This design comes from an exercise in tuning for small area and few clock cycles on the open sky130 flow, not from production work.
No run shown here included a check of the RTL's function; only the layout flow was run.
Power is estimated from default activity; no workload was simulated.

==> flow/design.v <==
package bst_pkg;
  localparam int unsigned OFFSET_BITS_DEF = 24;
  localparam int unsigned LINE_BITS_DEF   = 20;
  localparam int unsigned COLUMN_BITS_DEF = 16;
  localparam int unsigned QUEUE_DEPTH     = 2;
  localparam int unsigned KIND_W = 5;
  localparam int unsigned IVAL_W = 31;
  localparam int unsigned NKW    = 10;
  localparam logic [4:0] KIND_INT    = 5'd26;
  localparam logic [4:0] KIND_STRING = 5'd27;
  localparam logic [4:0] KIND_IDENT  = 5'd29;
  localparam logic [4:0] KIND_EOF    = 5'd30;
  localparam logic [4:0] KIND_ERROR  = 5'd31;
  localparam logic [4:0] KIND_LPAREN = 5'd0;
  localparam logic [4:0] KIND_RPAREN = 5'd1;
  localparam logic [4:0] KIND_COLON  = 5'd17;
  localparam logic [1:0] ERR_UNTERM = 2'd1;
  localparam logic [1:0] ERR_BANG   = 2'd2;
  localparam logic [1:0] ERR_SYMBOL = 2'd3;
  function automatic logic [2:0] kw_len(input logic [3:0] k);
    case (k)
      4'd0, 4'd3, 4'd4, 4'd9: kw_len = 3'd4;
      4'd1:                   kw_len = 3'd5;
      4'd2:                   kw_len = 3'd2;
      default:                kw_len = 3'd3;
    endcase
  endfunction
  function automatic logic [4:0] kw_kind(input logic [3:0] k);
    kw_kind = (k <= 4'd1) ? 5'd28 : 5'd16 + 5'(k);
  endfunction
  function automatic logic [7:0] kw_char(input logic [3:0] k, input logic [2:0] i);
    logic [39:0] txt;
    case (k)
      4'd0:    txt = "true ";
      4'd1:    txt = "false";
      4'd2:    txt = "if   ";
      4'd3:    txt = "else ";
      4'd4:    txt = "then ";
      4'd5:    txt = "end  ";
      4'd6:    txt = "not  ";
      4'd7:    txt = "var  ";
      4'd8:    txt = "int  ";
      default: txt = "bool ";
    endcase
    case (i)
      3'd0:    kw_char = txt[39:32];
      3'd1:    kw_char = txt[31:24];
      3'd2:    kw_char = txt[23:16];
      3'd3:    kw_char = txt[15:8];
      default: kw_char = txt[7:0];
    endcase
  endfunction
endpackage
module byte_stream_tokenizer (
  input  logic         clk_i,
  input  logic         rst_ni,
  input  logic         s_axis_tvalid,
  output logic         s_axis_tready,
  input  logic [7:0]   s_axis_tdata,
  output logic         m_axis_tvalid,
  input  logic         m_axis_tready,
  output logic [127:0] m_axis_tdata,
  output logic [4:0]   m_axis_tuser,
  output logic         m_axis_tlast
);
  localparam logic [2:0] M_IDLE = 3'd0, M_WORD = 3'd1, M_NUM = 3'd2, M_STR = 3'd3,
                         M_OP = 3'd4, M_HALT = 3'd5;
  logic [2:0]  mode_q, mode_d;
  logic        rep_q;                    
  logic [7:0]  pb_q;                     
  logic [9:0]  kwm_q;                    
  logic [23:0] so_q;                     
  logic [23:0] wl_q;                     
  logic [6:0]  vh_q;                     
  logic        sat_q, ddone_q;
  logic [19:0] sl_q, cl_q;
  logic [15:0] sc_q, cc_q;
  logic [23:0] co_q;
  logic [7:0]  c;
  logic        ev, fire;
  logic        is_space, is_digit, is_alpha, is_wordch, is_single, is_opch, is_q, is_z, is_nl;
  logic        is_eq, pb_bang, b_class;
  logic        m_idle, m_word, m_num, m_str, m_op, m_halt;
  logic        word_end, num_end, str_z, str_q, str_cont, op_eq, op_bang, op_single;
  logic        tok_a, tok_b, run_idle, split, start, cons, clr, halt_set, num_acc;
  assign ev   = rep_q || s_axis_tvalid;
  assign c    = rep_q ? pb_q : s_axis_tdata;
  assign fire = ev && m_axis_tready;
  assign s_axis_tready = m_axis_tready && !rep_q;
  assign is_space  = (c == " ") || (c >= 8'd9 && c <= 8'd13);
  assign is_nl     = (c == 8'd10);
  assign is_digit  = (c >= "0") && (c <= "9");
  assign is_alpha  = (c >= "a" && c <= "z") || (c >= "A" && c <= "Z");
  assign is_wordch = is_alpha || is_digit || (c == "_");
  assign is_single = (c == "(") || (c == ")") || (c == ":");
  assign is_opch   = (c == "=") || (c == "!") || (c == "<") || (c == ">") ||
                     (c == "+") || (c == "-") || (c == "*") || (c == "/");
  assign is_q      = (c == "\"");
  assign is_z      = (c == 8'd0);
  assign is_eq     = (c == "=");
  assign pb_bang   = !pb_q[4] && !pb_q[3];    
  assign b_class   = !(is_space || is_alpha || is_digit || is_opch || is_q);
  assign m_idle = (mode_q == M_IDLE);
  assign m_word = (mode_q == M_WORD);
  assign m_num  = (mode_q == M_NUM);
  assign m_str  = (mode_q == M_STR);
  assign m_op   = (mode_q == M_OP);
  assign m_halt = (mode_q == M_HALT);
  assign word_end  = m_word && !is_wordch;
  assign num_end   = m_num && !is_wordch;
  assign str_z     = m_str && is_z;
  assign str_q     = m_str && is_q;
  assign str_cont  = m_str && !is_z && !is_q;
  assign op_eq     = m_op && is_eq;
  assign op_bang   = m_op && !is_eq && pb_bang;
  assign op_single = m_op && !is_eq && !pb_bang;
  assign tok_a     = word_end || num_end || str_z || str_q || m_op;
  assign run_idle  = m_idle || word_end || num_end || op_single;
  assign tok_b     = run_idle && b_class;
  assign split     = tok_a && tok_b;
  assign start     = run_idle && !is_space && !b_class;
  assign num_acc   = m_num && is_digit && !ddone_q;
  assign cons      = (m_word && is_wordch) || (m_num && is_wordch) || str_q || str_cont || op_eq ||
                     (run_idle && (is_space || start || (is_single && !tok_a)));
  assign clr       = (m_halt && is_z) || str_z || (op_bang && is_z) || (run_idle && is_z && !tok_a);
  assign halt_set  = (op_bang && !is_z) || (run_idle && b_class && !is_single && !is_z && !tok_a);
  always_comb begin
    if (m_halt && !is_z) mode_d = M_HALT;
    else if (halt_set)   mode_d = M_HALT;
    else if (start) begin
      if (is_q)          mode_d = M_STR;
      else if (is_digit) mode_d = M_NUM;
      else if (is_alpha) mode_d = M_WORD;
      else               mode_d = M_OP;
    end
    else if (m_word && is_wordch) mode_d = M_WORD;
    else if (m_num && is_wordch)  mode_d = M_NUM;
    else if (str_cont)            mode_d = M_STR;
    else                          mode_d = M_IDLE;
  end
  logic cc_sat, cl_sat, co_sat, cc_ci, cl_ci, co_ci, cc_zero, wl_sat;
  logic [15:0] cc_n;
  logic [19:0] cl_n;
  logic [23:0] co_n;
  assign cc_sat  = &cc_q;
  assign cl_sat  = &cl_q;
  assign co_sat  = &co_q;
  assign wl_sat  = &wl_q;
  assign cc_ci   = fire && cons && !is_nl && !cc_sat;
  assign cl_ci   = fire && cons && is_nl && !cl_sat;
  assign co_ci   = fire && cons && !co_sat;
  assign cc_zero = fire && (clr || (cons && is_nl));
  logic [16:0] cc_cy;
  logic [20:0] cl_cy;
  logic [24:0] co_cy, wl_cy;
  logic [23:0] wl_inc;
  always_comb begin
    cc_cy[0] = cc_ci; cl_cy[0] = cl_ci; co_cy[0] = co_ci; wl_cy[0] = 1'b1;
    for (int i = 0; i < 16; i++) begin
      cc_cy[i+1] = cc_cy[i] & cc_q[i];
      cc_n[i] = (cc_q[i] ^ cc_cy[i]) & !cc_zero;
    end
    for (int i = 0; i < 20; i++) begin
      cl_cy[i+1] = cl_cy[i] & cl_q[i];
      cl_n[i] = (cl_q[i] ^ cl_cy[i]) & !(fire && clr);
    end
    for (int i = 0; i < 24; i++) begin
      co_cy[i+1] = co_cy[i] & co_q[i];
      co_n[i] = (co_q[i] ^ co_cy[i]) & !(fire && clr);
      wl_cy[i+1] = wl_cy[i] & wl_q[i];
      wl_inc[i] = wl_q[i] ^ wl_cy[i];
    end
  end
  logic [30:0] val, mx, my, msum;
  logic [31:0] mcy;
  logic        nsat, big, eqk;
  assign val = {vh_q, wl_q};
  logic [30:0] pg_g, pg_p;
  always_comb begin
    mx = {val[27:0], (c[3] ? 3'd7 : c[2:0])};
    my = {val[29:0], c[3]};
    mcy = '0;
  end
  always_comb begin
    logic [30:0] g, p, gg, pp;
    g = mx & my; p = mx ^ my;
    g[0] = g[0] | (p[0] & c[3] & c[0]);
    gg = g; pp = p;
    for (int l = 1; l < 32; l = l * 2) begin
      for (int i = 2 * l - 1; i < 31; i += 2 * l) begin
        gg[i] = gg[i] | (pp[i] & gg[i-l]);
        pp[i] = pp[i] & pp[i-l];
      end
    end
    for (int l = 8; l >= 1; l = l / 2) begin
      for (int i = 3 * l - 1; i < 31; i += 2 * l) begin
        gg[i] = gg[i] | (pp[i] & gg[i-l]);
        pp[i] = pp[i] & pp[i-l];
      end
    end
    pg_g = gg; pg_p = pp;
    msum[0] = p[0] ^ (c[3] & c[0]);
    for (int i = 1; i < 31; i++) msum[i] = p[i] ^ gg[i-1];
  end
  localparam logic [30:0] K = 31'd214748364;
  always_comb begin
    big = 1'b0; eqk = 1'b1;
    for (int i = 30; i >= 0; i--) begin
      if (K[i]) begin
        eqk = eqk & val[i];
      end else begin
        big = big | (eqk & val[i]);
        eqk = eqk & !val[i];
      end
    end
    nsat = big || (eqk && c[3]);
  end
  function automatic logic [7:0] kwc(input int k, input int p);
    logic [39:0] txt;
    case (k)
      0: txt = "true ";  1: txt = "false"; 2: txt = "if   "; 3: txt = "else ";
      4: txt = "then ";  5: txt = "end  "; 6: txt = "not  "; 7: txt = "var  ";
      8: txt = "int  ";  default: txt = "bool ";
    endcase
    kwc = txt[39 - 8 * p -: 8];
  endfunction
  logic [9:0] kwm_next, kwm_first, kw_hit;
  always_comb begin
    for (int k = 0; k < 10; k++) begin
      kwm_next[k] = 1'b0;
      for (int p = 1; p < bst_pkg::kw_len(4'(k)); p++) begin
        if (wl_q[2:0] == 3'(p) && c == kwc(k, p)) kwm_next[k] = kwm_q[k];
      end
      kwm_first[k] = (c == kwc(k, 0));
      kw_hit[k] = kwm_q[k] && wl_q[2:0] == bst_pkg::kw_len(4'(k));
    end
  end
  function automatic logic [4:0] op_kind(input logic [7:0] s, input logic eq);
    logic [4:0] k;
    if (s[4]) begin
      case (s[1:0])
        2'b01:   k = 5'd2;      
        2'b00:   k = 5'd5;      
        default: k = 5'd7;      
      endcase
    end else begin
      if (!s[3])     k = 5'd3;        
      else if (!s[2]) k = s[0] ? 5'd9 : 5'd13;     
      else            k = s[1] ? 5'd15 : 5'd11;    
    end
    op_kind = k + 5'(eq);
  endfunction
  logic [4:0]  kind_a, kind_b;
  logic        true_a, offl_a, int_a, err_b;
  logic [1:0]  err_a;
  always_comb begin
    kind_a = bst_pkg::KIND_IDENT; true_a = 1'b0; offl_a = 1'b0; int_a = 1'b0; err_a = 2'd0;
    if (m_word) begin
      offl_a = 1'b1;
      for (int k = 9; k >= 0; k--) begin
        if (kw_hit[k]) begin
          kind_a = bst_pkg::kw_kind(4'(k));
          true_a = (k == 0);
          offl_a = 1'b0;
        end
      end
    end else if (m_num) begin
      kind_a = bst_pkg::KIND_INT;
      int_a = 1'b1;
    end else if (m_str) begin
      if (is_z) begin
        kind_a = bst_pkg::KIND_ERROR;
        err_a = bst_pkg::ERR_UNTERM;
      end else begin
        kind_a = bst_pkg::KIND_STRING;
        offl_a = 1'b1;
      end
    end else if (op_bang) begin
      kind_a = bst_pkg::KIND_ERROR;
      err_a = bst_pkg::ERR_BANG;
    end else begin
      kind_a = op_kind(pb_q, is_eq);
    end
    err_b = 1'b0;
    if (c == "(")      kind_b = bst_pkg::KIND_LPAREN;
    else if (c == ")") kind_b = bst_pkg::KIND_RPAREN;
    else if (c == ":") kind_b = bst_pkg::KIND_COLON;
    else if (is_z)     kind_b = bst_pkg::KIND_EOF;
    else begin
      kind_b = bst_pkg::KIND_ERROR;
      err_b = 1'b1;
    end
  end
  assign m_axis_tvalid = ev && (tok_a || tok_b);
  assign m_axis_tlast  = !split;
  assign m_axis_tuser  = tok_a ? kind_a : kind_b;
  assign m_axis_tdata  = {2'b00,
                          tok_a ? (op_bang ? 8'h21 : 8'h00) : (err_b ? c : 8'h00),
                          tok_a ? err_a : (err_b ? bst_pkg::ERR_SYMBOL : 2'd0),
                          sc_q,
                          sl_q,
                          offl_a ? wl_q : 24'd0,
                          offl_a ? so_q : 24'd0,
                          int_a & sat_q,
                          int_a ? val : {30'd0, true_a}};
  always_ff @(posedge clk_i or negedge rst_ni) begin
    if (!rst_ni) begin
      mode_q <= M_IDLE; rep_q <= 1'b0;
      cl_q <= '0; cc_q <= '0; co_q <= '0; sl_q <= '0; sc_q <= '0;
    end else begin
      cl_q <= cl_n; cc_q <= cc_n; co_q <= co_n;
      if (fire) begin
        mode_q <= mode_d; rep_q <= split;
      end
      if (fire && (start || mode_d == M_IDLE)) begin
        sl_q <= cl_n;
        sc_q <= start ? cc_q : cc_n;
      end
    end
  end
  always_ff @(posedge clk_i) begin
    if (fire) begin
      kwm_q <= m_word ? kwm_next : kwm_first;
    end
    if (fire && run_idle) begin
      pb_q <= c;
    end
    if (fire && start) begin
      so_q <= is_q ? co_n : co_q;
    end
    if (fire && (start || (((m_word && is_wordch) || str_cont) && !wl_sat) || num_acc)) begin
      wl_q <= start ? {20'd0, is_digit ? c[3:0] : {3'd0, is_alpha}} :
              m_num ? (msum[23:0] | {24{nsat}}) : wl_inc;
    end
    if (fire && (start || num_acc)) begin
      vh_q  <= start ? 7'd0 : (msum[30:24] | {7{nsat}});
      sat_q <= start ? 1'b0 : nsat;
    end
    if (fire && (start || (m_num && is_wordch && !is_digit))) begin
      ddone_q <= !start;
    end
  end
endmodule
==> flow/flow/run.sh <==
#!/bin/bash
# Layout flow: the standard flow, with the port buffers made from the
# smallest buffer cell.
set -e
export BUFFER_PORTS_ARGS="-buffer_cell sky130_fd_sc_hd__buf_1"
bash standard.sh > standard.log 2>&1
==> flow/standard.sh <==
#!/bin/bash
# synth_recipe.tcl (not shown) runs the flow's synth.tcl, then flattens the netlist and writes it again
# the make line also repeats each setting of config.mk as NAME=value (left out here)
make -C /OpenROAD-flow-scripts/flow DESIGN_CONFIG=/design/flow/config.mk WORK_HOME=/design/flow/orfs CLKGATE_MAP_FILE= SYNTH_SCRIPT=/design/flow/synth_recipe.tcl "${@:-finish}"
==> flow/config.mk <==
export PLATFORM = sky130hd
export DESIGN_NAME = byte_stream_tokenizer
export DESIGN_NICKNAME = byte_stream_tokenizer
export VERILOG_FILES = /design/flow/design.v
export SDC_FILE = /design/flow/constraint.sdc
export NUM_CORES = 4
export LEC_CHECK = 0
export CAP_MARGIN = 20
export CORE_MARGIN = 2
export CORE_UTILIZATION = 40
export SLEW_MARGIN = 20
==> flow/constraint.sdc <==
create_clock -name core_clock -period 6.0 [get_ports {clk_i}]
set_input_delay 1.2000 -clock core_clock [delete_from_list [all_inputs] [get_ports {clk_i}]]
set_output_delay 1.2000 -clock core_clock [all_outputs]
set_load 0.01 [all_outputs]
==> results of run 1 <==
## metal layers
layer	up-vias	GRT usage, %	routed length, um	share of wire (%)
met1	4518	28.3	14200	45
met5	-	0	0	0
met4	0	5.92	777	2.5
met3	63	4.32	1840	5.9
li1	4452	-	-	-
met2	280	33.5	14600	46
## power breakdown
| group | internal (mW) | total, mW | switching [mW] | leakage [nW] |
|---|---|---|---|---|
| Sequential | 1.40 | 1.51 | 0.114 | 2.08 |
| Clock | 0.589 | 1.15 | 0.563 | 0.299 |
| Combinational | 0.837 | 1.97 | 1.13 | 4.01 |
## metrics by stage
stage               power [mW]  hold slack, ns  TNS, ns  area (um2)
floorplan                 2.68           0.547    -4.79       12100
global placement          3.27           0.493   -13.69       13600
detailed placement        3.28           0.492   -15.74       13600
CTS                       4.58           0.514    -2.93       14800
global route              4.89           0.527    -4.93       15100
finish                    4.63           0.509    -3.51       15100
## logic make-up (layout without fill, tap and decap cells)
kind of cell / Yosys count / in the layout / synth area share (%)
other: 1 / 2 / 0.0325
AO/OA/AOI/OAI: 186 / 186 / 10.8
flip-flops: 175 / 175 / 41.2
multiplexers: 81 / 81 / 8.84
adder cells (fa/ha/maj): 128 / 128 / 14.9
buffers and inverters: 71 / 345 / 3.27
XOR/XNOR: 21 / 21 / 1.60
AND/OR/NAND/NOR: 409 / 409 / 19.4
## critical path, delay by kind of cell
family                 cells  cell delay (ns)
buffers and inverters     30             3.75
AND/OR/NAND/NOR            2             0.34
AO/OA/AOI/OAI              2             0.28
## area by class of cell
cell class	instances	area share (%)
Clock inverter	14	1.07
Clock buffer	18	2.99
Sequential cell	175	31.6
Tap cell	384	3.19
Multi-Input combinational cell	827	48.8
Inverter	17	0.474
Timing Repair Buffer	296	11.9
## sequential cells by signal, summed over array words and instances (netlist names), 3 cells and up
name    cells
pb_q        8
co_q       24
vh_q        7
mode_q      3
so_q       24
wl_q       24
kwm_q      10
cl_q       20
sc_q       16
cc_q       16
sl_q       20
## timing repair
action / 4_1_cts / 5_1_grt
pin swaps: 16 / 21
setup endpoints to repair: 17 / 17
cloned: 0 / 0
endpoints found under the hold margin: 0 / 0
buffers inserted: 40 / 12
gates resized for setup: 47 / 42
## layout by cell type (no fill, tap or decap), types with 12 or more instances in the layout
cell,count
nor3_1,40
nor2_1,66
mux2_4,34
a21oi_1,41
dfrtp_1,100
and2_4,12
mux2_2,42
nand4_1,25
ha_4,47
buf_4,144
a21o_1,17
buf_1,137
clkbuf_16,18
fa_1,15
ha_1,61
nand3_1,19
and2_1,127
nand2_1,48
o21ai_0,29
edfxtp_1,75
xnor2_1,16
## worst max-delay path by stage
stage / start / to / slack [ns] / cells past startpoint
finish: s_axis_tdata[0] / m_axis_tuser[0] / -0.77 / 34
global route: s_axis_tdata[1] / so_q[23] / -0.85 / 36
CTS: s_axis_tdata[1] / so_q[23] / -0.64 / 35
detailed placement: s_axis_tdata[0] / so_q[23] / -1.30 / 35
global placement: s_axis_tdata[4] / so_q[23] / -1.21 / 37
floorplan: s_axis_tdata[4] / so_q[23] / -0.88 / 37
==> summary.txt, run 1 <==
Critical path's largest stage delay - 0.26 ns
Core Rows - 62
RSZ-0062 raised after global routing - yes
CP arrival - 5.57 ns
Critical Path RT - 4.80 ns
Max transition margin - 41.8%
Grt total ovfl - 0
Cells after synthesis - 1,072
Failed Checks - setup timing
GP Congestion - 0.938
Routed Antenna Nets - 0
Hold Vio Cnt, Final - 0
Synth warn - 1
Reg clk slew, reported paths - 0.08 ns
DR pass1 iterations - 5
FF-to-FF path depth - 36
Synth cell types - 75
Yosys top cell area share - 21.7%
Residual DRC - 0
Largest net degree at the start of global routing - 68
Antenna violations before repair - 0
Total CTS buffers - 17
R2R Setup Slk - -0.60 ns
Sequential cell area - 0.00475 mm2
Core area - 0.0285 mm2
Drt total wl - 31.4 mm
Hold Path Cell Cnt - 1
Crit-path most repeated cell - buf_4
Hold Path Class - reg -> reg
Effective utilization at floorplan - 40.4%
Worst r2r src - rep_q
Clock Tree Buf Depth - 2
Worst-Skew Late Latency - 0.44 ns
Async SR Flop Fraction - 57.1%
GRT Util Overall - 20.8%
CTS tree - done
Leakage power - 6.39 nW
Fraction of layout instances using a drive strength above 1 - 29.5%
Via Count - 9,313
Worst R2R End - so_q[23]
Min-Delay Endpoint - sc_q[8]
Tcrit/Tclk final - 113%
Power density cells - 307 mW/mm2
Synth Register Bits - 175
WL/cell - 18.1 um
Slowest library cell on the worst path - nor3_4
Post-Syn Area - 0.0115 mm2
Skew final - 0.0145 ns
Worst-Margin Slew - 0.868 ns
Status - finished with violations
# diodes - 0
Finished Core Util - 52.7%
Port buffer count - 145
Max cap viols - 0
Vias in the first global route - 9,366
Multi-input logic area - 0.00735 mm2
Top-count cell post-synth - and2_1
Number of synthesized flops with an enable pin - 75
Die Span Y - 174 um
Vias per cell - 5.38
Endpoints failing setup - 10
Most common library cells after synthesis - and2_1, ha_1, dfrtp_1, edfxtp_1, nor2_1
Root buffer cell - clkbuf_16
Most used DFF post-synth - dfrtp_1
1st-iter DRT viols - 746
H-Tree Depth - 4
Post-layout net count - 1,474
Area grow syn2layout - 30.6%
Cell count after placement - 1,648
Largest cells by area after synthesis - dfrtp_1, edfxtp_1, ha_1
First-pass GRT wire length - 50.4 mm
Area leader, netlist - dfrtp_1
Min Tclk post-route - 6.77 ns
Die Area - 0.0302 mm2
Worst Setup End Kind - output port
CP max FO - 6
Worst Setup Start Kind - primary input
Hold_sp - sc_q[8]
IR drop worst, VDD - 0.000189 V
Max-slew violation total from the final report - 0
Pre-CTS setup slack - -1.30 ns
Kind of critical path - in -> out
Finished Layout Cells - 1,731
Layout fillers - 2,578
Sequential area share after synthesis - 41.2%
Setup slack after layout - -0.774 ns
Clk sinks - 175
Syn avg cell area - 10.8 um2
# IOs - 148
DP Wirelength - 21.3 mm
Hold Buf Count CTS - 0
Max Freq - 148 MHz
Die W - 174 um
==> inputs of run 2 (changes only) <==
--- a/flow/design.v
+++ b/flow/design.v
@@ -175,32 +175,33 @@
   logic [31:0] mcy;
   logic        nsat, big, eqk;
   assign val = {vh_q, wl_q};
-  logic [30:0] pg_g, pg_p;
   always_comb begin
+    logic [30:0] p, s0;
+    logic [31:0] c0, t;
+    logic        cb, pb;
     mx = {val[27:0], (c[3] ? 3'd7 : c[2:0])};
     my = {val[29:0], c[3]};
+    p = mx ^ my;
     mcy = '0;
-  end
-  always_comb begin
-    logic [30:0] g, p, gg, pp;
-    g = mx & my; p = mx ^ my;
-    g[0] = g[0] | (p[0] & c[3] & c[0]);
-    gg = g; pp = p;
-    for (int l = 1; l < 32; l = l * 2) begin
-      for (int i = 2 * l - 1; i < 31; i += 2 * l) begin
-        gg[i] = gg[i] | (pp[i] & gg[i-l]);
-        pp[i] = pp[i] & pp[i-l];
-      end
+    c0[0] = c[3] & c[0];
+    for (int i = 0; i < 9; i++) begin
+      msum[i] = p[i] ^ c0[i];
+      c0[i+1] = (mx[i] & my[i]) | (c0[i] & p[i]);
     end
-    for (int l = 8; l >= 1; l = l / 2) begin
-      for (int i = 3 * l - 1; i < 31; i += 2 * l) begin
-        gg[i] = gg[i] | (pp[i] & gg[i-l]);
-        pp[i] = pp[i] & pp[i-l];
+    cb = c0[9];
+    t = '0;
+    pb = 1'b1;
+    for (int i = 9; i < 31; i++) begin
+      if (i == 16 || i == 23) cb = c0[i] | (pb & cb);
+      if (i == 9 || i == 16 || i == 23) begin
+        c0[i] = 1'b0; t[i] = cb; pb = 1'b1;
       end
+      s0[i] = p[i] ^ c0[i];
+      c0[i+1] = (mx[i] & my[i]) | (c0[i] & p[i]);
+      t[i+1] = t[i] & p[i];
+      msum[i] = s0[i] ^ t[i];
+      pb = pb & p[i];
     end
-    pg_g = gg; pg_p = pp;
-    msum[0] = p[0] ^ (c[3] & c[0]);
-    for (int i = 1; i < 31; i++) msum[i] = p[i] ^ gg[i-1];
   end
   localparam logic [30:0] K = 31'd214748364;
   always_comb begin
==> run 2 against run 1 <==
- the layout still fails its checks (setup timing)
- register-to-register slack worse by 0.04 ns
- first-iteration DRC count down 9.5%
- hold slack worse by 0.0038 ns
- highest routed layer unchanged
==> summary.txt, run 2 <==
Core area - 0.0279 mm2 (-2.1%)
Hold Path Class - reg -> reg
Tcrit/Tclk final - 113% (about the same)
Reg clk slew, reported paths - 0.07 ns (about the same)
Routed Antenna Nets - 0 (unchanged)
Critical Path RT - 4.80 ns (about the same)
Total CTS buffers - 17 (unchanged)
TNS Setup - -4.35 ns (-0.843 ns)
Status - finished with violations
Port buffer count - 145 (unchanged)
Number of synthesized flops with an enable pin - 75 (unchanged)
Max cap viols - 0 (unchanged)
Worst-Skew Late Latency - 0.43 ns (about the same)
Area grow syn2layout - 28.3%
IR drop worst, VDD - 0.000169 V (-10%)
Layout fillers - 2,540 (-1.5%)
WL/cell - 17.8 um (-1.7%)
Die Area - 0.0299 mm2 (-1.1%)
Effective utilization at floorplan - 40.8% (+0.44 points)
Total Power - 5.48 mW (+18%)
Max-slew violation total from the final report - 0 (unchanged)
Worst Setup Start Kind - primary input
Async SR Flop Fraction - 57.1% (unchanged)
Clock Tree Buf Depth - 2 (unchanged)
Max Freq - 148 MHz (about the same)
Post-layout net count - 1,502 (+1.9%)
Synth Register Bits - 175 (unchanged)
RSZ-0062 raised after global routing - yes
Tightest hold margin - 0.505 ns (-0.00378 ns)
Max transition margin - 36.4% (-5.4 points)
Setup slack after layout - -0.776 ns (-0.00233 ns)
Die Span Y - 173 um (-0.53%)
Core Rows - 61 (-1.6%)
Sequential area share after synthesis - 41.7% (+0.45 points)
Antenna violations before repair - 0 (unchanged)
Residual DRC - 0 (unchanged)
# IOs - 148 (unchanged)
Via Count - 9,320 (+0.075%)
Worst-Margin Slew - 0.955 ns (+0.0869 ns)
Crit-path most repeated cell - buf_4
1st-iter DRT viols - 675 (-9.5%)
Grt total ovfl - 0 (unchanged)
Yosys top cell area share - 21.9% (+0.24 points)
Most common cell after layout, fill and taps aside - buf_4
Top-count cell post-synth - and2_1
Clk sinks - 175 (unchanged)
Post-Syn Area - 0.0114 mm2 (-1.1%)
CTS tree - done
Area leader, netlist - dfrtp_1
CP max FO - 3 (-3)
Endpoints failing setup - 13 (+3)
Vias per cell - 5.34 (-0.78%)
Die W - 173 um (-0.53%)
Hold Vio Cnt, Final - 0 (unchanged)
DP Wirelength - 22.4 mm (+4.9%)
Root buffer cell - clkbuf_16
GP Congestion - 0.918 (-2.2%)
Leakage power - 6.17 nW (-3.5%)
Hold Buf Count CTS - 0 (unchanged)
GRT Util Overall - 21.1% (+0.35 points)
Vias in the first global route - 9,473 (+1.1%)
Synth warn - 1 (unchanged)
# diodes - 0 (unchanged)
Worst Setup End Kind - output port
Top Registers - co_q x24, so_q x24, wl_q x24
DR pass1 iterations - 6 (+1)
Drt total wl - 31.1 mm (-0.81%)
Fraction of layout instances using a drive strength above 1 - 23.5% (-6.1 points)
Kind of critical path - in -> out
CP arrival - 5.58 ns (about the same)
Largest net degree at the start of global routing - 60 (-12%)
H-Tree Depth - 4 (unchanged)
Slowest library cell on the worst path - a211oi_2
Min Tclk post-route - 6.78 ns (+0.00233 ns)
Synth cell types - 78 (+4.0%)
Syn avg cell area - 10.4 um2 (-2.9%)
Most used DFF post-synth - dfrtp_1
Most frequent cells in the layout - buf_4, buf_1, and2_1, dfrtp_1, edfxtp_1
Most common library cells after synthesis - and2_1, ha_1, dfrtp_1, edfxtp_1, nor2_1
Cells after synthesis - 1,092 (+1.9%)
Skew final - 0.0110 ns (-0.00341 ns)
First-pass GRT wire length - 50.8 mm (+0.90%)
Critical path's largest stage delay - 0.36 ns (+0.10 ns)
Failed Checks - setup timing
Largest cells by area after synthesis - dfrtp_1, edfxtp_1, ha_1
Power density cells - 375 mW/mm2 (+22%)
-- run 2: worst paths after layout --
| check | startpoint | cells past startpoint | end | slack [ns] |
|---|---|---|---|---|
| max | s_axis_tdata[4] | 33 | m_axis_tuser[4] | -0.78 |
| max reg2reg | rep_q | 37 | so_q[23] | -0.64 |
| max in group asynchronous | rst_ni | 2 | sc_q[12] | 4.03 |
| min reg2reg | sl_q[11] | 1 | sl_q[11] | 0.51 |
| min in group asynchronous | rst_ni | 1 | sc_q[8] | 0.79 |
| min | sl_q[11] | 1 | sl_q[11] | 0.51 |
-- run 2: routing by layer --
| metal | part of all wire, % | GRT usage (%) |
|---|---|---|
| met2 | 47 | 34.2 |
| met1 | 46 | 29.4 |
| met4 | 2.0 | 5.54 |
| met3 | 4.6 | 3.54 |
| met5 | 0 | 0 |
-- run 2: what timing repair did --
item / in CTS / in global routing
pin swaps: 16 / 10
setup endpoints to repair: 24 / 31
gates resized for setup: 58 / 21
endpoints found under the hold margin: 0 / 0
buffers inserted: 27 / 4
-- run 2: where the power goes --
group	total, mW	switching (mW)	internal, mW
Clock	1.07	0.528	0.547
Combinational	2.71	1.60	1.12
Sequential	1.69	0.196	1.50
-- run 2: cell type report --
type | instances | area (um2) | area share (%)
clock buffers | 18 | 429 | 2.93
clock inverters | 14 | 126 | 0.864
inverters | 39 | 146 | 1.00
multi-input cells | 827 | 6980 | 47.7
flip-flops and latches | 175 | 4750 | 32.5
well taps | 378 | 473 | 3.23
repair buffers | 295 | 1720 | 11.8
-- run 2: cells by family after synthesis --
group / synth area share (%)
fa+ha+maj: 16.5
simple gates: 19.6
other cells: 0.0329
mux: 5.41
flops: 41.7
xor+xnor: 2.00
buf+inv: 3.40
compound gates: 11.4
-- run 2: through the flow --
stage	setup slack (ns)	util, %	std cells	cell area [um2]
after floorplan	-0.988	-	1093	11700
after global placement	-1.26	48.2	1685	13500
after detailed placement	-1.33	48.2	1685	13500
after CTS	-0.785	52.0	1743	14500
after global routing	-0.943	52.4	1746	14600
final	-0.776	52.4	1746	14600
-- run 2: worst max-delay path: cells and delay by family --
family                 cells  cell delay, ns
AND/OR/NAND/NOR            2            0.29
AO/OA/AOI/OAI              2            0.43
buffers and inverters     28            3.47
multiplexers               1            0.19
==> inputs of run 3 (changes only) <==
--- a/flow/design.v
+++ b/flow/design.v
@@ -155,19 +155,21 @@
   logic [24:0] co_cy, wl_cy;
   logic [23:0] wl_inc;
   always_comb begin
-    cc_cy[0] = cc_ci; cl_cy[0] = cl_ci; co_cy[0] = co_ci; wl_cy[0] = 1'b1;
     for (int i = 0; i < 16; i++) begin
-      cc_cy[i+1] = cc_cy[i] & cc_q[i];
+      cc_cy[i] = (i % 8 == 0) ? (cc_ci & ((i == 0) ? 1'b1 : &cc_q[7:0])) : cc_cy[i-1] & cc_q[i-1];
       cc_n[i] = (cc_q[i] ^ cc_cy[i]) & !cc_zero;
     end
     for (int i = 0; i < 20; i++) begin
-      cl_cy[i+1] = cl_cy[i] & cl_q[i];
+      cl_cy[i] = (i == 0) ? cl_ci : (i == 8) ? (cl_ci & (&cl_q[7:0])) :
+                 (i == 16) ? (cl_ci & (&cl_q[15:0])) : cl_cy[i-1] & cl_q[i-1];
       cl_n[i] = (cl_q[i] ^ cl_cy[i]) & !(fire && clr);
     end
     for (int i = 0; i < 24; i++) begin
-      co_cy[i+1] = co_cy[i] & co_q[i];
+      co_cy[i] = (i == 0) ? co_ci : (i == 8) ? (co_ci & (&co_q[7:0])) :
+                 (i == 16) ? (co_ci & (&co_q[15:0])) : co_cy[i-1] & co_q[i-1];
       co_n[i] = (co_q[i] ^ co_cy[i]) & !(fire && clr);
-      wl_cy[i+1] = wl_cy[i] & wl_q[i];
+      wl_cy[i] = (i == 0) ? 1'b1 : (i == 8) ? (&wl_q[7:0]) :
+                 (i == 16) ? (&wl_q[15:0]) : wl_cy[i-1] & wl_q[i-1];
       wl_inc[i] = wl_q[i] ^ wl_cy[i];
     end
   end
@@ -175,6 +177,9 @@
   logic [31:0] mcy;
   logic        nsat, big, eqk;
   assign val = {vh_q, wl_q};
+  function automatic logic blk_start(input int i);
+    blk_start = (i == 5 || i == 11 || i == 17 || i == 23 || i == 28);
+  endfunction
   always_comb begin
     logic [30:0] p, s0;
     logic [31:0] c0, t;
@@ -184,16 +189,16 @@
     p = mx ^ my;
     mcy = '0;
     c0[0] = c[3] & c[0];
-    for (int i = 0; i < 9; i++) begin
+    for (int i = 0; i < 5; i++) begin
       msum[i] = p[i] ^ c0[i];
       c0[i+1] = (mx[i] & my[i]) | (c0[i] & p[i]);
     end
-    cb = c0[9];
+    cb = c0[5];
     t = '0;
     pb = 1'b1;
-    for (int i = 9; i < 31; i++) begin
-      if (i == 16 || i == 23) cb = c0[i] | (pb & cb);
-      if (i == 9 || i == 16 || i == 23) begin
+    for (int i = 5; i < 31; i++) begin
+      if (blk_start(i) && i != 5) cb = c0[i] | (pb & cb);
+      if (blk_start(i)) begin
         c0[i] = 1'b0; t[i] = cb; pb = 1'b1;
       end
       s0[i] = p[i] ^ c0[i];
==> run 3 against run 2 <==
- the run now finishes clean
- count of clock-buffer cells in the layout fell by 1
- synthesized cell count fell by 1.6%
- hold slack got worse by 0.020 ns
- sequential power fell by 13%
- register-to-register slack improved by 1.2 ns
- utilization fell by 5.7 points
- largest power group is now registers
==> summary.txt, run 3 <==
Max transition margin - 35.2% (-1.1 points)
DR pass1 iterations - 5 (-1)
Max Freq - 185 MHz (+25%)
Crit-path cells - inv_1 -> o21ai_0 -> and4_1 -> or2_2 -> o211ai_1 -> a31oi_1 -> or2_2 -> nand2_1 -> nor4b_1 -> ha_1 -> ha_1 -> ha_1 -> ha_1 -> ha_1 -> ha_1 -> ha_1 -> a22o_1 -> mux2_1
P_int - 2.42 mW (-24%)
TNS Setup - 0 ns (+4.35 ns)
Worst Setup Start Kind - register
Post-layout net count - 1,358 (-9.6%)
Synth cell types - 70 (-10%)
Min Tclk post-route - 5.42 ns (-1.36 ns)
Clk pwr share - 30.1% (+10 points)
Finished Layout Cells - 1,605 (-8.1%)
Antenna violations before repair - 0 (unchanged)
Die Area - 0.0298 mm2 (-0.28%)
Largest net degree at the start of global routing - 69 (+15%)
Via Count - 8,634 (-7.4%)
GP Congestion - 0.930 (+1.3%)
Clock Tree Buf Depth - 2 (unchanged)
GRT Util Overall - 19.7% (-1.4 points)
Kind of critical path - reg -> reg
Post-CTS setup buffer count - 0 (-100%)
Cell count after placement - 1,573 (-6.6%)
Power density cells - 299 mW/mm2 (-20%)
Hold Buf Count CTS - 0 (unchanged)
Yosys top cell area share - 22.0% (+0.063 points)
Skew final - 0.0132 ns (+0.00219 ns)
Switch Pwr - 1.47 mW (-37%)
Residual DRC - 0 (unchanged)
# diodes - 0 (unchanged)
Vias per cell - 5.38 (+0.78%)
Worst-Skew Late Latency - 0.44 ns (about the same)
Worst Setup End Kind - register
Routed Antenna Nets - 0 (unchanged)
RSZ-0062 raised after global routing - no
Multi-input logic area - 0.00623 mm2 (-11%)
Grt total ovfl - 0 (unchanged)
Top Registers - co_q x24, so_q x24, wl_q x24
Critical Path RT - 6.32 ns (+1.52 ns)
Clk sinks - 175 (unchanged)
Worst-Margin Slew - 0.971 ns (+0.0158 ns)
Endpoints failing setup - 0 (-13)
Critical path's largest stage delay - 0.95 ns (+0.59 ns)
Slowest library cell on the worst path - dfrtp_1
Die Span Y - 173 um (-0.14%)
Cells after synthesis - 1,075 (-1.6%)
Number of synthesized flops with an enable pin - 75 (unchanged)
DP Wirelength - 21.1 mm (-5.8%)
Vias in the first global route - 8,642 (-8.8%)
Hold Path Class - reg -> reg
Die W - 173 um (-0.14%)
Max cap viols - 0 (unchanged)
WL/cell - 17.9 um (+0.59%)
Most frequent cells in the layout - buf_1, ha_1, dfrtp_1, nor2_1, edfxtp_1
Total CTS buffers - 17 (unchanged)
Fraction of layout instances using a drive strength above 1 - 9.62% (-14 points)
Status - timing/DRC/antenna clean
Area leader, netlist - dfrtp_1
Most common library cells after synthesis - ha_1, dfrtp_1, nor2_1, edfxtp_1, nor2b_1
# IOs - 148 (unchanged)
Area grow syn2layout - 14.3%
Synth warn - 1 (unchanged)
Core Rows - 61 (unchanged)
CP max FO - 25 (+22)
Post-Syn Area - 0.0114 mm2 (-0.29%)
Root buffer cell - clkbuf_16
Port buffer count - 145 (unchanged)
Most common cell after layout, fill and taps aside - buf_1
Most used DFF post-synth - dfrtp_1
H-Tree Depth - 4 (unchanged)
IR drop worst, VDD - 0.000168 V (-1.1%)
Seq pwr share - 38.0% (+7.1 points)
Sequential cell area - 0.00475 mm2 (unchanged)
Net Sw Frac - 37.8% (-4.6 points)
Crit-path most repeated cell - ha_1
Drt total wl - 28.8 mm (-7.5%)
Total Power - 3.88 mW (-29%)
Hold Vio Cnt, Final - 0 (unchanged)
CP arrival - 5.74 ns (+0.16 ns)
Reg clk slew, reported paths - 0.08 ns (about the same)
Gate power share - 31.9% (-18 points)
Top-count cell post-synth - ha_1
Tcrit/Tclk final - 90.3% (-23 points)
Largest cells by area after synthesis - dfrtp_1, edfxtp_1, ha_1
Effective utilization at floorplan - 40.8% (about the same)
Sequential area share after synthesis - 41.8% (+0.12 points)
CTS tree - done
Async SR Flop Fraction - 57.1% (unchanged)
1st-iter DRT viols - 647 (-4.1%)
Layout fillers - 2,681 (+5.6%)
Post-CTS sizing - 0 (-100%)
Synth Register Bits - 175 (unchanged)
Core area - 0.0279 mm2 (-0.27%)
Syn avg cell area - 10.6 um2 (+1.3%)
First-pass GRT wire length - 47.1 mm (-7.4%)
Max-slew violation total from the final report - 0 (unchanged)
Leakage power - 5.72 nW (-7.3%)
[run 3: changes by cell type in the layout (fill, tap and decap cells not counted), sizes merged, moves of 6 or more]
| cell | delta |
|---|---|
| nand3 | -18 |
| a211oi | +12 |
| buf | -123 |
| nand2 | +16 |
| mux2 | +13 |
| a31oi | -13 |
| a21oi | -34 |
| inv | +14 |
| and2 | -70 |
| nor2b | +40 |
| nor3 | -7 |
| xnor2 | +6 |
| a22o | +15 |
| nor2 | +28 |
[run 3: per-layer routing]
metal / track usage [%] / vias up / routed length, um
li1: - / 4128 / -
met4: 6.84 / 0 / 629
met2: 32.1 / 287 / 13700
met5: 0 / - / 0
met1: 26.9 / 4179 / 12800
met3: 2.92 / 40 / 1630
[run 3: cell families (layout without fill, tap and decap cells)]
| group | count (synthesis) | count (layout) | share of synthesized area, % |
|---|---|---|---|
| AOI/OAI and AO/OA | 172 | 172 | 10.8 |
| xor gates and xnor gates | 36 | 36 | 2.77 |
| adders and majority gates | 132 | 132 | 16.1 |
| buffers and inverters | 99 | 250 | 3.69 |
| DFF | 175 | 175 | 41.8 |
| muxes | 67 | 67 | 6.68 |
| other | 1 | 2 | 0.0330 |
| and+or+nand+nor | 393 | 393 | 18.1 |
[run 3: worst max-delay path, delay by kind of cell, from the launching register on]
family | cells | cell delay [ns]
AOI/OAI and AO/OA | 4 | 1.42
and+or+nand+nor | 5 | 1.29
adders and majority gates | 7 | 1.16
DFF | 1 | 0.95
muxes | 1 | 0.28
buffers and inverters | 1 | 0.20
[run 3: stage by stage]
stage / worst slack [ns] / hold WS, ns / instance area, um2 / utilization (%)
CTS: 0.615 / 0.492 / 13000 / 46.7
finish: 0.581 / 0.486 / 13000 / 46.7
global route: 0.222 / 0.508 / 13000 / 46.7
floorplan: 0.795 / 0.520 / 11400 / -
global placement: 0.523 / 0.470 / 12400 / 44.4
detailed placement: 0.396 / 0.473 / 12400 / 44.4
[run 3: layout make-up]
type,count,area share (%)
multi-input cells,802,47.9
flip-flops and latches,175,36.6
repair buffers,170,5.66
well taps,378,3.64
clock buffers,17,3.27
clock inverters,15,1.51
inverters,48,1.39
[run 3: worst paths after layout]
check | from | to | slack (ns) | cells after the start
min reg2reg | sl_q[7] | sl_q[7] | 0.49 | 1
max in group asynchronous | rst_ni | co_q[21] | 4.05 | 2
max reg2reg | rep_q | sc_q[14] | 0.58 | 18
max | rep_q | sc_q[14] | 0.58 | 18
min | sl_q[7] | sl_q[7] | 0.49 | 1
min in group asynchronous | rst_ni | sc_q[10] | 0.91 | 1
[run 3: power by group through the flow]
stage          clock network, mW  registers [mW]  logic [mW]
2_1_floorplan                  0            1.45       0.879
3_3_place_gp                   0            1.50        1.24
3_5_place_dp                   0            1.50        1.24
4_1_cts                     1.20            1.47        1.25
5_1_grt                     1.25            1.49        1.37
6_report                    1.17            1.47        1.24
==> inputs of run 4 (changes only) <==
--- a/flow/design.v
+++ b/flow/design.v
@@ -68,16 +68,18 @@
   logic [2:0]  mode_q, mode_d;
   logic        rep_q;                    
   logic [7:0]  pb_q;                     
-  logic [9:0]  kwm_q;                    
   logic [23:0] so_q;                     
   logic [23:0] wl_q;                     
-  logic [6:0]  vh_q;                     
+  logic [6:0]  vh_q;
   logic        sat_q, ddone_q;
+  assign vh_q    = so_q[6:0];
+  assign sat_q   = so_q[7];
+  assign ddone_q = so_q[8];
   logic [19:0] sl_q, cl_q;
   logic [15:0] sc_q, cc_q;
   logic [23:0] co_q;
   logic [7:0]  c;
-  logic        ev, fire;
+  logic        ev, fire, init_q, zap;
   logic        is_space, is_digit, is_alpha, is_wordch, is_single, is_opch, is_q, is_z, is_nl;
   logic        is_eq, pb_bang, b_class;
   logic        m_idle, m_word, m_num, m_str, m_op, m_halt;
@@ -85,8 +87,8 @@
   logic        tok_a, tok_b, run_idle, split, start, cons, clr, halt_set, num_acc;
   assign ev   = rep_q || s_axis_tvalid;
   assign c    = rep_q ? pb_q : s_axis_tdata;
-  assign fire = ev && m_axis_tready;
-  assign s_axis_tready = m_axis_tready && !rep_q;
+  assign fire = ev && m_axis_tready && !init_q;
+  assign s_axis_tready = m_axis_tready && !rep_q && !init_q;
   assign is_space  = (c == " ") || (c >= 8'd9 && c <= 8'd13);
   assign is_nl     = (c == 8'd10);
   assign is_digit  = (c >= "0") && (c <= "9");
@@ -149,7 +151,8 @@
   assign cc_ci   = fire && cons && !is_nl && !cc_sat;
   assign cl_ci   = fire && cons && is_nl && !cl_sat;
   assign co_ci   = fire && cons && !co_sat;
-  assign cc_zero = fire && (clr || (cons && is_nl));
+  assign zap     = init_q || (fire && clr);
+  assign cc_zero = zap || (fire && cons && is_nl);
   logic [16:0] cc_cy;
   logic [20:0] cl_cy;
   logic [24:0] co_cy, wl_cy;
@@ -162,12 +165,12 @@
     for (int i = 0; i < 20; i++) begin
       cl_cy[i] = (i == 0) ? cl_ci : (i == 8) ? (cl_ci & (&cl_q[7:0])) :
                  (i == 16) ? (cl_ci & (&cl_q[15:0])) : cl_cy[i-1] & cl_q[i-1];
-      cl_n[i] = (cl_q[i] ^ cl_cy[i]) & !(fire && clr);
+      cl_n[i] = (cl_q[i] ^ cl_cy[i]) & !zap;
     end
     for (int i = 0; i < 24; i++) begin
       co_cy[i] = (i == 0) ? co_ci : (i == 8) ? (co_ci & (&co_q[7:0])) :
                  (i == 16) ? (co_ci & (&co_q[15:0])) : co_cy[i-1] & co_q[i-1];
-      co_n[i] = (co_q[i] ^ co_cy[i]) & !(fire && clr);
+      co_n[i] = (co_q[i] ^ co_cy[i]) & !zap;
       wl_cy[i] = (i == 0) ? 1'b1 : (i == 8) ? (&wl_q[7:0]) :
                  (i == 16) ? (&wl_q[15:0]) : wl_cy[i-1] & wl_q[i-1];
       wl_inc[i] = wl_q[i] ^ wl_cy[i];
@@ -230,15 +233,41 @@
     endcase
     kwc = txt[39 - 8 * p -: 8];
   endfunction
-  logic [9:0] kwm_next, kwm_first, kw_hit;
+  function automatic int kidx(input int g, input int j);
+    case (g)
+      1: kidx = (j == 0) ? 0 : 4;      
+      2: kidx = (j == 0) ? 1 : -1;     
+      3: kidx = (j == 0) ? 2 : 8;      
+      4: kidx = (j == 0) ? 3 : 5;      
+      5: kidx = (j == 0) ? 6 : -1;     
+      6: kidx = (j == 0) ? 7 : -1;     
+      7: kidx = (j == 0) ? 9 : -1;     
+      default: kidx = -1;
+    endcase
+  endfunction
+  logic [4:0] kw_first, kw_next;
+  logic [9:0] kw_hit;
   always_comb begin
-    for (int k = 0; k < 10; k++) begin
-      kwm_next[k] = 1'b0;
-      for (int p = 1; p < bst_pkg::kw_len(4'(k)); p++) begin
-        if (wl_q[2:0] == 3'(p) && c == kwc(k, p)) kwm_next[k] = kwm_q[k];
+    kw_first = '0;
+    kw_next = '0;
+    kw_hit = '0;
+    kw_next[2:0] = pb_q[2:0];
+    for (int g = 1; g < 8; g++) begin
+      if (c == kwc(kidx(g, 0), 0)) begin
+        kw_first[2:0] = 3'(g);
+        kw_first[3] = 1'b1;
+        kw_first[4] = (kidx(g, 1) >= 0);
+      end
+      for (int j = 0; j < 2; j++) begin
+        if (kidx(g, j) >= 0) begin
+          for (int p = 1; p < bst_pkg::kw_len(4'(kidx(g, j))); p++) begin
+            if (pb_q[2:0] == 3'(g) && wl_q[2:0] == 3'(p) && c == kwc(kidx(g, j), p))
+              kw_next[3 + j] = pb_q[3 + j];
+          end
+          if (pb_q[2:0] == 3'(g) && pb_q[3 + j] && wl_q[2:0] == bst_pkg::kw_len(4'(kidx(g, j))))
+            kw_hit[kidx(g, j)] = 1'b1;
+        end
       end
-      kwm_first[k] = (c == kwc(k, 0));
-      kw_hit[k] = kwm_q[k] && wl_q[2:0] == bst_pkg::kw_len(4'(k));
     end
   end
   function automatic logic [4:0] op_kind(input logic [7:0] s, input logic eq);
@@ -297,7 +326,7 @@
       err_b = 1'b1;
     end
   end
-  assign m_axis_tvalid = ev && (tok_a || tok_b);
+  assign m_axis_tvalid = ev && !init_q && (tok_a || tok_b);
   assign m_axis_tlast  = !split;
   assign m_axis_tuser  = tok_a ? kind_a : kind_b;
   assign m_axis_tdata  = {2'b00,
@@ -311,39 +340,37 @@
                           int_a ? val : {30'd0, true_a}};
   always_ff @(posedge clk_i or negedge rst_ni) begin
     if (!rst_ni) begin
-      mode_q <= M_IDLE; rep_q <= 1'b0;
-      cl_q <= '0; cc_q <= '0; co_q <= '0; sl_q <= '0; sc_q <= '0;
+      mode_q <= M_IDLE; rep_q <= 1'b0; init_q <= 1'b1;
     end else begin
-      cl_q <= cl_n; cc_q <= cc_n; co_q <= co_n;
+      init_q <= 1'b0;
       if (fire) begin
         mode_q <= mode_d; rep_q <= split;
       end
-      if (fire && (start || mode_d == M_IDLE)) begin
-        sl_q <= cl_n;
-        sc_q <= start ? cc_q : cc_n;
-      end
     end
   end
   always_ff @(posedge clk_i) begin
-    if (fire) begin
-      kwm_q <= m_word ? kwm_next : kwm_first;
-    end
-    if (fire && run_idle) begin
-      pb_q <= c;
+    cl_q <= cl_n; cc_q <= cc_n; co_q <= co_n;
+    if (init_q || (fire && !(((m_word || m_num) && is_wordch) || str_cont))) begin
+      sl_q <= cl_n;
+      sc_q <= (start && !init_q) ? cc_q : cc_n;
+    end
+    if (fire && (run_idle || m_word)) begin
+      pb_q[7:5] <= c[7:5];
+      pb_q[4:0] <= (m_word && is_wordch) ? kw_next : is_alpha ? kw_first : c[4:0];
     end
     if (fire && start) begin
-      so_q <= is_q ? co_n : co_q;
-    end
-    if (fire && (start || (((m_word && is_wordch) || str_cont) && !wl_sat) || num_acc)) begin
-      wl_q <= start ? {20'd0, is_digit ? c[3:0] : {3'd0, is_alpha}} :
-              m_num ? (msum[23:0] | {24{nsat}}) : wl_inc;
+      so_q[23:9] <= is_q ? co_n[23:9] : co_q[23:9];
     end
     if (fire && (start || num_acc)) begin
-      vh_q  <= start ? 7'd0 : (msum[30:24] | {7{nsat}});
-      sat_q <= start ? 1'b0 : nsat;
+      so_q[7:0] <= start ? (is_digit ? 8'd0 : is_q ? co_n[7:0] : co_q[7:0]) :
+                   {nsat, msum[30:24] | {7{nsat}}};
     end
     if (fire && (start || (m_num && is_wordch && !is_digit))) begin
-      ddone_q <= !start;
+      so_q[8] <= start ? (!is_digit && (is_q ? co_n[8] : co_q[8])) : 1'b1;
+    end
+    if (fire && (start || (((m_word && is_wordch) || str_cont) && !wl_sat) || num_acc)) begin
+      wl_q <= start ? {20'd0, is_digit ? c[3:0] : {3'd0, is_alpha}} :
+              m_num ? (msum[23:0] | {24{nsat}}) : wl_inc;
     end
   end
 endmodule
==> flow/flow/run.sh (replaced) <==
#!/bin/bash
# Layout flow: the standard flow, with the port buffers made from the
# smallest buffer cell and a clock tree of smaller buffers without dummy loads.
set -e
export BUFFER_PORTS_ARGS="-buffer_cell sky130_fd_sc_hd__buf_1"
export CTS_ARGS="-sink_clustering_enable -repair_clock_nets -dont_use_dummy_load -buf_list sky130_fd_sc_hd__clkbuf_8 -sink_clustering_size 30 -sink_clustering_max_diameter 100"
bash standard.sh > standard.log 2>&1
==> run 4 against run 3 <==
- wire length down 3.8%
- total power fell by 16%
- synthesized cell count fell by 0.56%
- critical endpoint is now m_axis_tdata[118]
- still clean on timing, DRC and antenna
- area after synthesis fell by 7.1%
- design area fell by 9.6%
- non-clock buffer count decreased by 2
- sequential share of layout area shrank 1.8 points
- sequential power down 9.5%
- die area is 6.9% lower
==> summary.txt, run 4 <==
Worst r2r src - rep_q
Routed Antenna Nets - 0 (unchanged)
Critical Path RT - 4.80 ns (-1.52 ns)
Cells after synthesis - 1,069 (-0.56%)
Max cap viols - 0 (unchanged)
Top-count cell post-synth - ha_1
Post-Syn Area - 0.0106 mm2 (-7.1%)
Post-CTS setup buffer count - 0 (unchanged)
Status - timing/DRC/antenna clean
Net Sw Frac - 40.8% (+3.1 points)
Core Rows - 59 (-3.3%)
Core area - 0.0260 mm2 (-6.7%)
Antenna violations before repair - 0 (unchanged)
P_int - 1.92 mW (-21%)
First-pass GRT wire length - 44.5 mm (-5.4%)
Post-Layout Inst Area - 0.0117 mm2 (-9.6%)
Largest family of logic cells by synthesized area - simple AND/OR/NAND/NOR gates
Endpoints failing setup - 0 (unchanged)
Met2 wire length - 12.9 mm (-5.5%)
CP max FO - 27 (+8.0%)
Max layer used - met4
Port buffer count - 145 (unchanged)
Vias in the first global route - 8,325 (-3.7%)
Synth Register Bits - 157 (-10%)
Total CTS buffers - 17 (unchanged)
Met3 wire len - 1.73 mm (+6.1%)
Vias per cell - 5.50 (+2.2%)
Switch Pwr - 1.33 mW (-9.7%)
Crit-path most repeated cell - buf_4
Synth cell types - 81 (+16%)
Hold_sp - cl_q[15]
Seq pwr share - 41.1% (+3.1 points)
GP Congestion - 0.970 (+4.4%)
DR pass1 iterations - 5 (unchanged)
Residual DRC - 0 (unchanged)
Most common cell after layout, fill and taps aside - buf_1
Worst-Skew Late Latency - 0.47 ns (+0.03 ns)
Drt total wl - 27.7 mm (-3.8%)
CTS tree - done
Yosys top cell area share - 26.1% (+4.1 points)
Most used DFF post-synth - edfxtp_1
Area grow syn2layout - 11.2%
Die W - 167 um (-3.5%)
Max transition margin - 31.6% (-3.6 points)
Die Span Y - 167 um (-3.5%)
Largest cells by area after synthesis - edfxtp_1, ha_1, dfxtp_1
Clk pwr share - 18.3% (-12 points)
IR drop worst, VDD - 0.000156 V (-7.2%)
Root buffer cell - clkbuf_8
Power density cells - 276 mW/mm2 (-7.5%)
Post-Synth Adder-Cell Area - 17.3% (+1.2 points)
Reg clk slew, reported paths - 0.08 ns (about the same)
Mux contribution to synthesized area - 4.48% (-2.2 points)
Crit-path cells - buf_4 -> nor3b_1 -> nor2_1 -> buf_4 -> nor4_2 -> buf_4 -> o211ai_1 -> nand3b_1 -> o21bai_1 -> or2_2 -> o21ai_0 -> buf_1
DP Wirelength - 20.4 mm (-3.2%)
Fraction of layout instances using a drive strength above 1 - 8.37% (-1.2 points)
Critical Path Start - rep_q
Syn avg cell area - 9.89 um2 (-6.5%)
Layout fillers - 2,513 (-6.3%)
H-Tree Depth - 4 (unchanged)
Hold Buf Count CTS - 0 (unchanged)
GRT Util Overall - 19.9% (+0.22 points)
XOR/XNOR Fraction of Synth Area - 3.07% (+0.29 points)
Max Freq - 185 MHz (about the same)
Synth warn - 1 (unchanged)
Worst-Margin Slew - 1.02 ns (+0.0528 ns)
Skew final - 0.0393 ns (+0.0261 ns)
Most common library cells after synthesis - ha_1, nor2_1, edfxtp_1, and2_1, dfxtp_1
# diodes - 0 (unchanged)
Wl on met1 - 12.5 mm (-2.7%)
WL/cell - 18.0 um (+0.19%)
Die Area - 0.0277 mm2 (-6.9%)
Area leader, netlist - edfxtp_1
Largest net degree at the start of global routing - 40 (-42%)
Tcrit/Tclk final - 90.2% (about the same)
1st-iter DRT viols - 461 (-29%)
Max-slew violation total from the final report - 0 (unchanged)
Via Count - 8,468 (-1.9%)
Effective utilization at floorplan - 40.7% (-0.14 points)
Most frequent cells in the layout - buf_1, ha_1, nor2_1, edfxtp_1, and2_1
Kind of critical path - reg -> out
Async SR Flop Fraction - 3.18% (-54 points)
Sequential area share after synthesis - 38.7% (-3.1 points)
CP arrival - 4.21 ns (-1.53 ns)
Post-layout net count - 1,352 (-0.44%)
RSZ-0062 raised after global routing - no
Number of synthesized flops with an enable pin - 92 (+23%)
Critical path's largest stage delay - 0.95 ns (about the same)
# IOs - 148 (unchanged)
Leakage power - 4.69 nW (-18%)
Worst Setup Start Kind - register
Clock Tree Buf Depth - 2 (unchanged)
DP Area - 0.0115 mm2 (-7.0%)
Post-CTS sizing - 0 (unchanged)
Post-synthesis compound-gate area fraction - 11.1% (+0.39 points)
Gate power share - 40.6% (+8.7 points)
Slowest library cell on the worst path - dfrtp_1
Worst Setup End Kind - output port
Top Registers - co_q x24, so_q x24, wl_q x24
Area share of and/or/nand/nor cells after synthesis - 21.7% (+3.5 points)
TNS Setup - 0 ns (unchanged)
Hold Vio Cnt, Final - 0 (unchanged)
Grt total ovfl - 0 (unchanged)
Hold Path Class - reg -> reg
Min Tclk post-route - 5.41 ns (-0.00437 ns)
Clk sinks - 157 (-10%)
-- run 4: cell types whose count changed after synthesis, moves of 17 or more --
cell / change
dfxtp_1: +60
dfrtp_1: -96
o21ai_0: +28
nor2b_1: -25
mux2_1: -26
edfxtp_1: +17
-- run 4: logic make-up (layout without fill, tap and decap cells) --
group                      count (synthesis)  after routing
buffers and inverters                     90            225
muxes                                     43             43
other                                      1              3
and+or+nand+nor                          429            429
AOI/OAI and AO/OA                        180            180
xor gates and xnor gates                  37             37
DFF                                      157            157
adders and majority gates                132            132
-- run 4: power by group through the flow --
stage	Sequential [mW]	Combinational, mW	Clock (mW)
after CTS	1.33	1.33	0.615
after global placement	1.36	1.31	0
final	1.33	1.32	0.595
after global routing	1.34	1.46	0.652
after floorplan	1.30	0.901	0
after detailed placement	1.36	1.32	0
-- run 4: critical path: cells and delay by family (launching register included) --
| family | cells | cell delay, ns |
|---|---|---|
| AOI/OAI and AO/OA | 3 | 0.61 |
| and+or+nand+nor | 5 | 1.35 |
| DFF | 1 | 0.95 |
| buffers and inverters | 4 | 0.86 |
-- run 4: routing by layer --
metal	track usage [%]	up-vias
met4	6.07	0
met2	33.0	275
met3	4.02	29
met5	0	-
met1	26.5	4048
li1	-	4116
-- run 4: worst paths after layout --
path / endpoint / slack (ns) / cells after the start
max: m_axis_tdata[118] / 0.59 / 12
min: cl_q[15] / 0.54 / 2
max reg2reg: so_q[6] / 0.60 / 19
min reg2reg: cl_q[15] / 0.54 / 2
max in group asynchronous: init_q / 5.11 / 1
min in group asynchronous: rep_q / 0.61 / 1
-- run 4: final cells by class --
| class | count | area (um2) | share of cell area [%] |
|---|---|---|---|
| tap | 335 | 419 | 3.57 |
| multi-input combinational | 824 | 6140 | 52.2 |
| inverter | 40 | 150 | 1.28 |
| timing repair buffer | 168 | 717 | 6.10 |
| clock buffer | 17 | 234 | 1.99 |
| sequential | 157 | 4090 | 34.8 |
-- run 4: stage by stage --
stage	util, %	std cells	worst slack, ns	power, mW	hold WS (ns)
5_1_grt	45.2	1541	0.269	3.46	0.569
6_report	45.2	1541	0.585	3.25	0.541
2_1_floorplan	-	1071	0.972	2.20	0.499
4_1_cts	45.2	1541	0.603	3.27	0.545
3_3_place_gp	44.3	1524	0.338	2.67	0.531
3_5_place_dp	44.3	1524	0.298	2.68	0.529
==> inputs of run 5 (changes only) <==
==> flow/flow/run.sh (replaced) <==
#!/bin/bash
# Layout flow: the standard flow, with the port buffers made from the
# smallest buffer cell and a clock tree of smaller buffers without dummy loads.
set -e
export BUFFER_PORTS_ARGS="-buffer_cell sky130_fd_sc_hd__buf_1"
export CTS_ARGS="-sink_clustering_enable -repair_clock_nets -dont_use_dummy_load -buf_list sky130_fd_sc_hd__clkbuf_16 -sink_clustering_size 50 -sink_clustering_max_diameter 150 -sink_buffer_max_cap_derate 1.0"
bash standard.sh > standard.log 2>&1
--- a/flow/config.mk
+++ b/flow/config.mk
@@ -5,6 +5,7 @@
 export SDC_FILE = /design/flow/constraint.sdc
 export NUM_CORES = 4
 export LEC_CHECK = 0
+export ABC_AREA = 1
 export CAP_MARGIN = 20
 export CORE_MARGIN = 2
 export CORE_UTILIZATION = 40
==> run 5 against run 4 <==
- final cell count rose by 15%
- critical path depth increased by 12
- hold slack got worse by 0.021 ns
- flip-flop and latch count did not move
- setup slack better by 0.42 ns
- sequential power down 5%
- clock power is 47% higher
- via count rose by 7.3%
- non-clock buffer count decreased by 14
- combinational power fell by 22%
==> summary.txt, run 5 <==
Sequential area share after synthesis - 38.1% (-0.64 points)
Largest net degree at the start of global routing - 46 (+15%)
Post-CTS sizing - 0 (unchanged)
Effective utilization at floorplan - 41.0% (+0.33 points)
Cells after synthesis - 1,305 (+22%)
Post-Syn Area - 0.0107 mm2 (+1.7%)
Hold Path Class - reg -> reg
Most used DFF post-synth - edfxtp_1
Tcrit/Tclk final - 83.2% (-7.0 points)
Worst Setup End Kind - register
Max Freq - 200 MHz (+8.5%)
Top-count cell post-synth - nand2_1
Synth cell types - 63 (-22%)
Min Tclk post-route - 4.99 ns (-0.423 ns)
Die Span Y - 168 um (+0.81%)
DP Wirelength - 20.6 mm (+0.93%)
Max-slew violation total from the final report - 0 (unchanged)
Root buffer cell - clkbuf_16
Port buffer count - 145 (unchanged)
Core area - 0.0262 mm2 (+0.85%)
Pre-CTS setup slack - 0.685 ns (+0.387 ns)
WL/cell - 15.5 um (-14%)
DP Area - 0.0116 mm2 (+0.60%)
Syn avg cell area - 8.23 um2 (-17%)
Vias in the first global route - 8,919 (+7.1%)
Finished Layout Cells - 1,775 (+15%)
Via Count - 9,090 (+7.3%)
# diodes - 0 (unchanged)
GRT Util Overall - 19.9% (-0.092 points)
CP arrival - 5.22 ns (+1.01 ns)
Max transition margin - 34.6% (+3.0 points)
Residual DRC - 0 (unchanged)
Critical Path RT - 6.23 ns (+1.43 ns)
Die W - 168 um (+0.81%)
Most common cell after layout, fill and taps aside - nand2_1
# IOs - 148 (unchanged)
Endpoints failing setup - 0 (unchanged)
Drt total wl - 27.5 mm (-0.64%)
Post-Layout Inst Area - 0.0120 mm2 (+2.2%)
Worst-Skew Late Latency - 0.43 ns (-0.04 ns)
Max cap viols - 0 (unchanged)
Skew final - 0.0260 ns (-0.0133 ns)
Clk sinks - 157 (unchanged)
Most frequent cells in the layout - nand2_1, nor2_1, inv_1, buf_1, ha_1
Synth warn - 1 (unchanged)
Number of synthesized flops with an enable pin - 92 (unchanged)
First-pass GRT wire length - 45.0 mm (+0.98%)
TNS Setup - 0 ns (unchanged)
H-Tree Depth - 4 (unchanged)
Hold Vio Cnt, Final - 0 (unchanged)
Largest cells by area after synthesis - edfxtp_1, ha_1, dfxtp_1
GP Congestion - 0.908 (-6.4%)
Total CTS buffers - 17 (unchanged)
Post-layout net count - 1,586 (+17%)
Top Registers - co_q x24, so_q x24, wl_q x24
Status - timing/DRC/antenna clean
Power density cells - 264 mW/mm2 (-4.5%)
Die Area - 0.0282 mm2 (+1.6%)
Fraction of layout instances using a drive strength above 1 - 6.94% (-1.4 points)
Synth Register Bits - 157 (unchanged)
Vias per cell - 5.12 (-6.8%)
Multi-input logic area - 0.00574 mm2 (-6.5%)
Finished Core Util - 45.8% (+0.61 points)
1st-iter DRT viols - 655 (+42%)
Worst Setup Start Kind - register
Area grow syn2layout - 11.8%
CP max FO - 15 (-44%)
Cell count after placement - 1,758 (+15%)
Reg clk slew, reported paths - 0.06 ns (-0.02 ns)
Clock Tree Buf Depth - 2 (unchanged)
Async SR Flop Fraction - 3.18% (unchanged)
DR pass1 iterations - 6 (+1)
RSZ-0062 raised after global routing - no
Leakage power - 5.30 nW (+13%)
Yosys top cell area share - 25.7% (-0.43 points)
Sequential cell area - 0.00409 mm2 (unchanged)
Setup slack after layout - 1.01 ns (+0.423 ns)
Layout fillers - 2,609 (+3.8%)
Routed Antenna Nets - 0 (unchanged)
Tightest hold margin - 0.520 ns (-0.0209 ns)
CTS tree - done
Core Rows - 59 (unchanged)
IR drop worst, VDD - 0.000181 V (+16%)
Hold Buf Count CTS - 0 (unchanged)
Antenna violations before repair - 0 (unchanged)
Grt total ovfl - 0 (unchanged)
Kind of critical path - reg -> reg
Post-CTS setup buffer count - 0 (unchanged)
Worst-Margin Slew - 0.975 ns (-0.0486 ns)
Area leader, netlist - edfxtp_1
Most common library cells after synthesis - nand2_1, nor2_1, inv_1, ha_1, edfxtp_1
Total Power - 3.17 mW (-2.4%)
[run 5: changes by cell type after synthesis, sizes merged, moves of 28 or more]
cell   before  now
nor2      104  231
and2       71    2
nand2      57  239
inv        40  191
nor2b      39    0
mux2       28    0
[run 5: critical path, cell delays in order (launching register included)]
cell	delay (ns)
dfrtp_1	0.71
inv_2	0.18
nand2_1	0.12
nand2_2	0.13
nor2_4	0.24
inv_1	0.09
nor2_1	0.16
nand2_1	0.37
nand2_1	0.25
nand2_1	0.13
nor2_1	0.13
nand2_2	0.10
nand2_1	0.16
a211oi_1	0.07
ha_1	0.19
ha_1	0.18
ha_1	0.19
ha_1	0.21
ha_1	0.19
ha_1	0.18
ha_1	0.19
or2_2	0.29
a21oi_1	0.17
nand2_1	0.06
o21ai_0	0.10
[run 5: layout make-up]
cell class              instances  area share, %
multi-input cells             920           47.8
flip-flops and latches        157           34.1
inverters                     192           6.04
repair buffers                154           5.10
clock buffers                  17           3.54
well taps                     335           3.49
[run 5: cell families (layout without fill, tap and decap cells)]
| family | Yosys count | in the layout | synth area share [%] |
|---|---|---|---|
| simple gates | 610 | 610 | 25.5 |
| buf+inv | 230 | 363 | 8.97 |
| flops | 157 | 157 | 38.1 |
| compound gates | 145 | 145 | 7.94 |
| fa+ha+maj | 132 | 132 | 17.0 |
| xor+xnor | 30 | 30 | 2.45 |
| other cells | 1 | 3 | 0.0349 |
[run 5: power breakdown]
part	leakage (nW)	switching [mW]	internal, mW
Clock	0.209	0.386	0.491
Sequential	1.43	0.0528	1.21
Combinational	3.66	0.730	0.298
Total	5.30	1.17	2.00
[run 5: routing by layer]
metal  GRT usage, %  wire, um  part of all wire (%)
met1           26.6     13000                    47
met2           32.5     12700                    46
met3           3.97      1310                   4.8
met4           6.09       567                   2.1
met5              0         0                     0
[run 5: path summary, 6_finish.rpt]
kind	from	end	slack (ns)	cells after the start
max in group asynchronous	rst_ni	init_q	5.00	1
max	rep_q	so_q[15]	1.01	24
min in group asynchronous	rst_ni	rep_q	0.67	1
min reg2reg	cc_q[15]	cc_q[15]	0.52	2
max reg2reg	rep_q	so_q[15]	1.01	24
min	cc_q[15]	cc_q[15]	0.52	2

==> what the ideal ports hide <==
The flow's constraints put no driver on any port. The routed layouts listed below were extracted and timed again, unchanged, in two steps.
Step 1 assumes that a clkbuf_16 drives the clock port and a buf_2 every other input.
Step 2, shift: input delay + t, output delay - t, t = (earliest + latest rising clock arrival at the registers) / 2. This alone moves slack from input paths to output paths.
Slacks: ideal / step 1 / step 2; pairs: ideal / step 1.
run | t, ns | setup WS [ns] | hold slack, ns | cell pins on the clock port's net
run 1 | 0.476 | -0.774 / -0.817 / -1.184 | 0.509 / 0.509 / 0.509 | 1
run 2 | 0.470 | -0.776 / -0.797 / -1.247 | 0.505 / 0.505 / 0.505 | 1
run 3 | 0.480 | 0.581 / 0.581 / 0.371 | 0.486 / 0.486 / 0.486 | 1
run 4 | 0.489 | 0.585 / 0.544 / 0.269 | 0.541 / 0.541 / 0.541 | 1
run 5 | 0.466 | 1.008 / 1.008 / 0.622 | 0.520 / 0.520 / 0.520 | 1
The setup slack of run 2, which loses most, moves by -0.021 ns with the drivers and by -0.471 ns with both steps.
